Context: an optimization exercise on an open-source flow, tuned for small area, a short achievable clock period and few clock cycles per item. The choices shown serve that exercise and are no tape-out recipe. The RTL was checked by simulation tests, not by an equivalence proof against the original design. Power and IR drop assume default switching activity.

== lane 1 ==
## mem_responder
module mem_responder (
  input  logic       clk,
  input  logic       rst,
  input  logic       f_req,
  input  logic [7:0] f_addr,
  output logic       f_ack,
  output logic [7:0] f_rdata,
  input  logic       d_req,
  input  logic       d_we,
  input  logic [7:0] d_addr,
  input  logic [7:0] d_wdata,
  output logic       d_ack,
  output logic [7:0] d_rdata,
  output logic       busy
);
  logic [255:0][7:0] mem_q;
  logic [255:0][7:0] mem_d;
  logic       f_ack_q, d_ack_q, busy_q;
  logic [7:0][3:0] f_part, d_part, f_part_q, d_part_q;
  assign f_ack   = f_ack_q;
  assign d_ack   = d_ack_q;
  assign busy    = busy_q;
  for (genvar b = 0; b < 8; b++) begin : g_out
    mr_or4 u_fo (.s(f_part_q[b]), .y(f_rdata[b]));
    mr_or4 u_do (.s(d_part_q[b]), .y(d_rdata[b]));
  end
  always_ff @(posedge clk) begin
    f_ack_q <= f_req && !rst;
    d_ack_q <= d_req && !rst;
    busy_q  <= (f_req || d_req) && !rst;
  end
  logic        wen;
  logic [15:0] w_lo, w_hi, w_lo_n, w_hi_n;
  logic [255:0] row_we, row_hold;
  assign wen    = d_req && d_we && !rst;
  assign w_lo   = 16'(1) << d_addr[3:0];
  assign w_hi   = wen ? (16'(1) << d_addr[7:4]) : 16'h0000;
  assign w_lo_n = ~w_lo;
  assign w_hi_n = ~w_hi;
  for (genvar r = 0; r < 256; r++) begin : g_row
    mr_rowdec u_dec (.lo(w_lo[r % 16]), .hi(w_hi[r / 16]),
                     .lo_n(w_lo_n[r % 16]), .hi_n(w_hi_n[r / 16]),
                     .we(row_we[r]), .hold(row_hold[r]));
    for (genvar b = 0; b < 8; b++) begin : g_bit
      mr_bitnext u_nx (.q(mem_q[r][b]), .hold(row_hold[r]),
                       .wd(d_wdata[b]), .we(row_we[r]), .d(mem_d[r][b]));
    end
  end
  always_ff @(posedge clk) begin
    for (int r = 0; r < 256; r++) mem_q[r] <= mem_d[r];
  end
  mr_rdport u_frd (.addr(f_addr), .mem(mem_q), .part(f_part));
  mr_rdport u_drd (.addr(d_addr), .mem(mem_q), .part(d_part));
  always_ff @(posedge clk) begin
    f_part_q <= f_part;
    d_part_q <= d_part;
  end
endmodule
clock: 5.0 ns
lec_check: 0
cap_margin: 20
core_margin: 2
core_utilization: 40
cts_cluster_diameter: 80
cts_cluster_size: 25
setup_slack_margin: 2.8
slew_margin: 20
synth_hierarchical: 1
synth_minimum_keep_size: 0
run.sh (not shown) runs the stock make flow with config.mk's settings and CLKGATE_MAP_FILE= SYNTH_SCRIPT=/design/flow/synth_recipe.tcl, a recipe that flattens the netlist after the stock synthesis.
Testbench counts of lane 1, summed over its fixed seeds: cycles 3,200, items 6,400.
Inputs modified between lane 1 and lane 2:
- swapping 80 for 50 in CTS_CLUSTER_DIAMETER
- putting TNS_END_PERCENT at 5 where nothing was set
- swapping 2.8 for 2.4 in SETUP_SLACK_MARGIN
- swapping 25 for 30 in CTS_CLUSTER_SIZE
### Flow results
- Comparing lane 1 and lane 2, the lower number of buffers created by CTS was measured on lane 1.
- Cmp lane 1 and lane 2 / non-clock buffer count in the final layout / higher: lane 1
- In the tables for lane 1 and lane 2, count of clock-buffer cells in the layout reads higher with lane 2.
- Taking lane 1 as the reference, in lane 2 power of the clock network now larger, routed wire length now sits lower.
- Cmp lane 1 and lane 2 / design area / higher: lane 1
Edits applied to the flow inputs when going from lane 2 to lane 3:
- swapping 50 for 80 in CTS_CLUSTER_DIAMETER
- swapping 30 for 25 in CTS_CLUSTER_SIZE
## What came out
Lane 3 against lane 2: relative slew slack increased 0.82 points, post-route cell area decreased 2900 um^2. Relative to lane 2, post-route minimum period has gone up in lane 3. Lane 3 ended with less portion of the layout cell area used by clock cells than lane 2. The met3 capacity usage during global routing of lane 2 and that of lane 3 are within noise of each other. On proportion of final cell area spent on non-clock buffers, lane 3 tracks lane 2 almost exactly.


run 1:
Starting RTL as in the previous note.
Settings: LEC_CHECK=0, CAP_MARGIN=20, CORE_MARGIN=2, CORE_UTILIZATION=35, CTS_CLUSTER_DIAMETER=80, CTS_CLUSTER_SIZE=25, SETUP_SLACK_MARGIN=2.4, SLEW_MARGIN=20, SYNTH_HIERARCHICAL=1, SYNTH_MINIMUM_KEEP_SIZE=0; clock period 5.0 ns.
Testbench counts of run 1, summed over its fixed seeds: cycles 3,200, items 6,400.
> inputs changed (run 1 -> run 2)
# run 1
export LEC_CHECK = 0
export CAP_MARGIN = 20
export CORE_MARGIN = 2
export CORE_UTILIZATION = 35
export CTS_CLUSTER_DIAMETER = 80
export CTS_CLUSTER_SIZE = 25
export SETUP_SLACK_MARGIN = 2.4
export SLEW_MARGIN = 20
export SYNTH_HIERARCHICAL = 1
export SYNTH_MINIMUM_KEEP_SIZE = 0
create_clock -name core_clock -period 5.0 [get_ports {clk}]
# run 2
export LEC_CHECK = 0
export CAP_MARGIN = 20
export CORE_MARGIN = 2
export CORE_UTILIZATION = 55
export CTS_CLUSTER_DIAMETER = 60
export CTS_CLUSTER_SIZE = 20
export SETUP_SLACK_MARGIN = 2.6
export SLEW_MARGIN = 20
export SYNTH_HIERARCHICAL = 1
export SYNTH_MINIMUM_KEEP_SIZE = 0
create_clock -name core_clock -period 5.0 [get_ports {clk}]
Findings:
Taking run 1 as the reference, in run 2 number of buffers other than clock buffers in the final layout now smaller, routed wire length now smaller.
Global-route wire length before repair delta (run 2 − run 1): favourable
Number of well taps: run 2 < run 1
Between run 1 and run 2, latest clock arrival within the worst-skew pair decreased.
What run 3 does differently from run 2 at the input level:
# run 2
export LEC_CHECK = 0
export CAP_MARGIN = 20
export CORE_MARGIN = 2
export CORE_UTILIZATION = 55
export CTS_CLUSTER_DIAMETER = 60
export CTS_CLUSTER_SIZE = 20
export SETUP_SLACK_MARGIN = 2.6
export SLEW_MARGIN = 20
export SYNTH_HIERARCHICAL = 1
export SYNTH_MINIMUM_KEEP_SIZE = 0
create_clock -name core_clock -period 5.0 [get_ports {clk}]
# run 3
export LEC_CHECK = 0
export CAP_MARGIN = 20
export CORE_MARGIN = 2
export CORE_UTILIZATION = 40
export CTS_CLUSTER_DIAMETER = 70
export CTS_CLUSTER_SIZE = 28
export SETUP_SLACK_MARGIN = 2.1
export SLEW_MARGIN = 20
export SYNTH_HIERARCHICAL = 1
export SYNTH_MINIMUM_KEEP_SIZE = 0
create_clock -name core_clock -period 5.0 [get_ports {clk}]
Results
- Diff run 2 -> run 3: maximum frequency now sits lower, design area went down 2.3%.
- Final critical delay including setup and external delays (higher): run 3
- Run 3 vs. run 2: fraction of power consumed by the clock network ~0 delta; logic depth of the worst setup path including buffers now larger.
- Run 3 ended up with a higher number of buffer and inverter instances along the worst setup path than run 2 did.
- Number of tap cells added at floorplan ends up lower on run 2.
- Measured against each other, run 2 and run 3 differ in number of resized instances in the post-cts repair step, the lower figure coming from run 3.
The following lists how run 4 was set up differently from run 3:
# run 3
export LEC_CHECK = 0
export CAP_MARGIN = 20
export CORE_MARGIN = 2
export CORE_UTILIZATION = 40
export CTS_CLUSTER_DIAMETER = 70
export CTS_CLUSTER_SIZE = 28
export SETUP_SLACK_MARGIN = 2.1
export SLEW_MARGIN = 20
export SYNTH_HIERARCHICAL = 1
export SYNTH_MINIMUM_KEEP_SIZE = 0
create_clock -name core_clock -period 5.0 [get_ports {clk}]
# run 4
export LEC_CHECK = 0
export CAP_MARGIN = 20
export CORE_MARGIN = 2
export CORE_UTILIZATION = 40
export CTS_CLUSTER_DIAMETER = 80
export CTS_CLUSTER_SIZE = 25
export PLACE_DENSITY = 0.75
export SETUP_SLACK_MARGIN = 2.4
export SLEW_MARGIN = 20
export SYNTH_HIERARCHICAL = 1
export SYNTH_MINIMUM_KEEP_SIZE = 0
create_clock -name core_clock -period 5.0 [get_ports {clk}]
Notes after the runs:
Run 4: all stages complete, timing, DRC and antenna checks passed. Taking run 3 as the reference, in run 4 combinational fraction of design power rose by 0.9 points, number of nets in the synthesized netlist stayed essentially flat, final cell area excluding filler cells rose by 1.2%.
#### Input delta (run 5 over run 4)
# run 4
export LEC_CHECK = 0
export CAP_MARGIN = 20
export CORE_MARGIN = 2
export CORE_UTILIZATION = 40
export CTS_CLUSTER_DIAMETER = 80
export CTS_CLUSTER_SIZE = 25
export PLACE_DENSITY = 0.75
export SETUP_SLACK_MARGIN = 2.4
export SLEW_MARGIN = 20
export SYNTH_HIERARCHICAL = 1
export SYNTH_MINIMUM_KEEP_SIZE = 0
create_clock -name core_clock -period 5.0 [get_ports {clk}]
# run 5
export LEC_CHECK = 0
export CAP_MARGIN = 20
export CORE_MARGIN = 2
export CORE_UTILIZATION = 40
export CTS_CLUSTER_DIAMETER = 90
export CTS_CLUSTER_SIZE = 30
export SETUP_SLACK_MARGIN = 2.4
export SLEW_MARGIN = 20
export SYNTH_HIERARCHICAL = 1
export SYNTH_MINIMUM_KEEP_SIZE = 0
create_clock -name core_clock -period 5.0 [get_ports {clk}]
--- outcome ---
Run 5 reached the end of the flow, and the finished layout is clean on the timing, DRC and antenna checks.
Initial antenna violation count delta for run 5 relative to run 4: 16 lower
Going from run 4 to run 5, post-CTS setup buffer count has decreased, routed wire length has decreased.
Run 5 contains fewer vias than run 4.
Measured against run 4, the met3 routed wirelength of run 5 comes out at 0.72 times the reference value.
Summary: cell area, run 5 better than run 4
Comparing total power for run 5 and run 4, the bigger number came from run 4.
Timing-limited maximum frequency, run 5 and run 4: smaller value in run 4
When the final numbers for run 5 and run 4 were put side by side, the met3 track utilization from global routing turned out to be smaller in run 5.
Edits applied to the flow inputs when going from run 5 to run 6:
# run 5
export LEC_CHECK = 0
export CAP_MARGIN = 20
export CORE_MARGIN = 2
export CORE_UTILIZATION = 40
export CTS_CLUSTER_DIAMETER = 90
export CTS_CLUSTER_SIZE = 30
export SETUP_SLACK_MARGIN = 2.4
export SLEW_MARGIN = 20
export SYNTH_HIERARCHICAL = 1
export SYNTH_MINIMUM_KEEP_SIZE = 0
create_clock -name core_clock -period 5.0 [get_ports {clk}]
# run 6
export LEC_CHECK = 0
export CAP_MARGIN = 20
export CORE_MARGIN = 2
export CORE_UTILIZATION = 55
export CTS_CLUSTER_DIAMETER = 80
export CTS_CLUSTER_SIZE = 25
export SETUP_SLACK_MARGIN = 2.4
export SLEW_MARGIN = 20
export SYNTH_HIERARCHICAL = 1
export SYNTH_MINIMUM_KEEP_SIZE = 0
create_clock -name core_clock -period 5.0 [get_ports {clk}]
[summary]
- Going from run 5 to run 6, final design utilization increased by 18 points relative to the old numbers; die area fell 27%; final worst clock skew fell 0.0063 ns.
- Of the two values seen for slowest cell on the critical path, sky130_fd_sc_hd__dfxtp_4 was produced by run 5 and sky130_fd_sc_hd__o21ai_1 by run 6.
- Looking at type of the setup path with the least slack, the input pin to flip-flop result is from run 6; the flip-flop to output pin one comes from run 5.
- Run 6 -> run 5: clock distribution area overhead in the final layout flat
- Power essentially unchanged between run 5 and run 6.

port drivers added, routing unchanged:
In the flow no input, the clock included, has a driving cell. The finished layouts below were timed again as built, in two steps. Step 1: set_driving_cell puts a clkbuf_16 on clk and a buf_2 on each other input, an assumption about the parent block. Step 2 times the ports against the registers' clock, not the clock port: input delays grow and output delays shrink by t, the midpoint of the rising clock arrivals with the driver on. Three values: no drivers, after step 1, after step 2; two values: the first two.
run	t, ns	slack for setup (ns)	latest minus earliest clock arrival (ns)
lane 1	0.929	2.100 / 1.998 / 1.631	0.059 / 0.059
lane 2	0.988	2.132 / 2.027 / 1.104	0.043 / 0.043
lane 3	0.905	2.104 / 2.016 / 1.159	0.049 / 0.049
run 1	0.921	2.181 / 2.087 / 1.352	0.054 / 0.055
run 2	0.901	2.253 / 2.160 / 1.403	0.040 / 0.041
run 3	0.932	1.959 / 1.914 / 0.982	0.075 / 0.075
run 4	0.927	1.893 / 1.788 / 1.160	0.061 / 0.060
run 5	0.899	2.156 / 2.071 / 1.263	0.052 / 0.053
run 6	0.873	2.194 / 2.067 / 1.194	0.039 / 0.039
After both steps every run listed still meets setup and hold. The setup slack of lane 2, which loses most, moves by -0.105 ns with the drivers and by -1.028 ns with both steps.
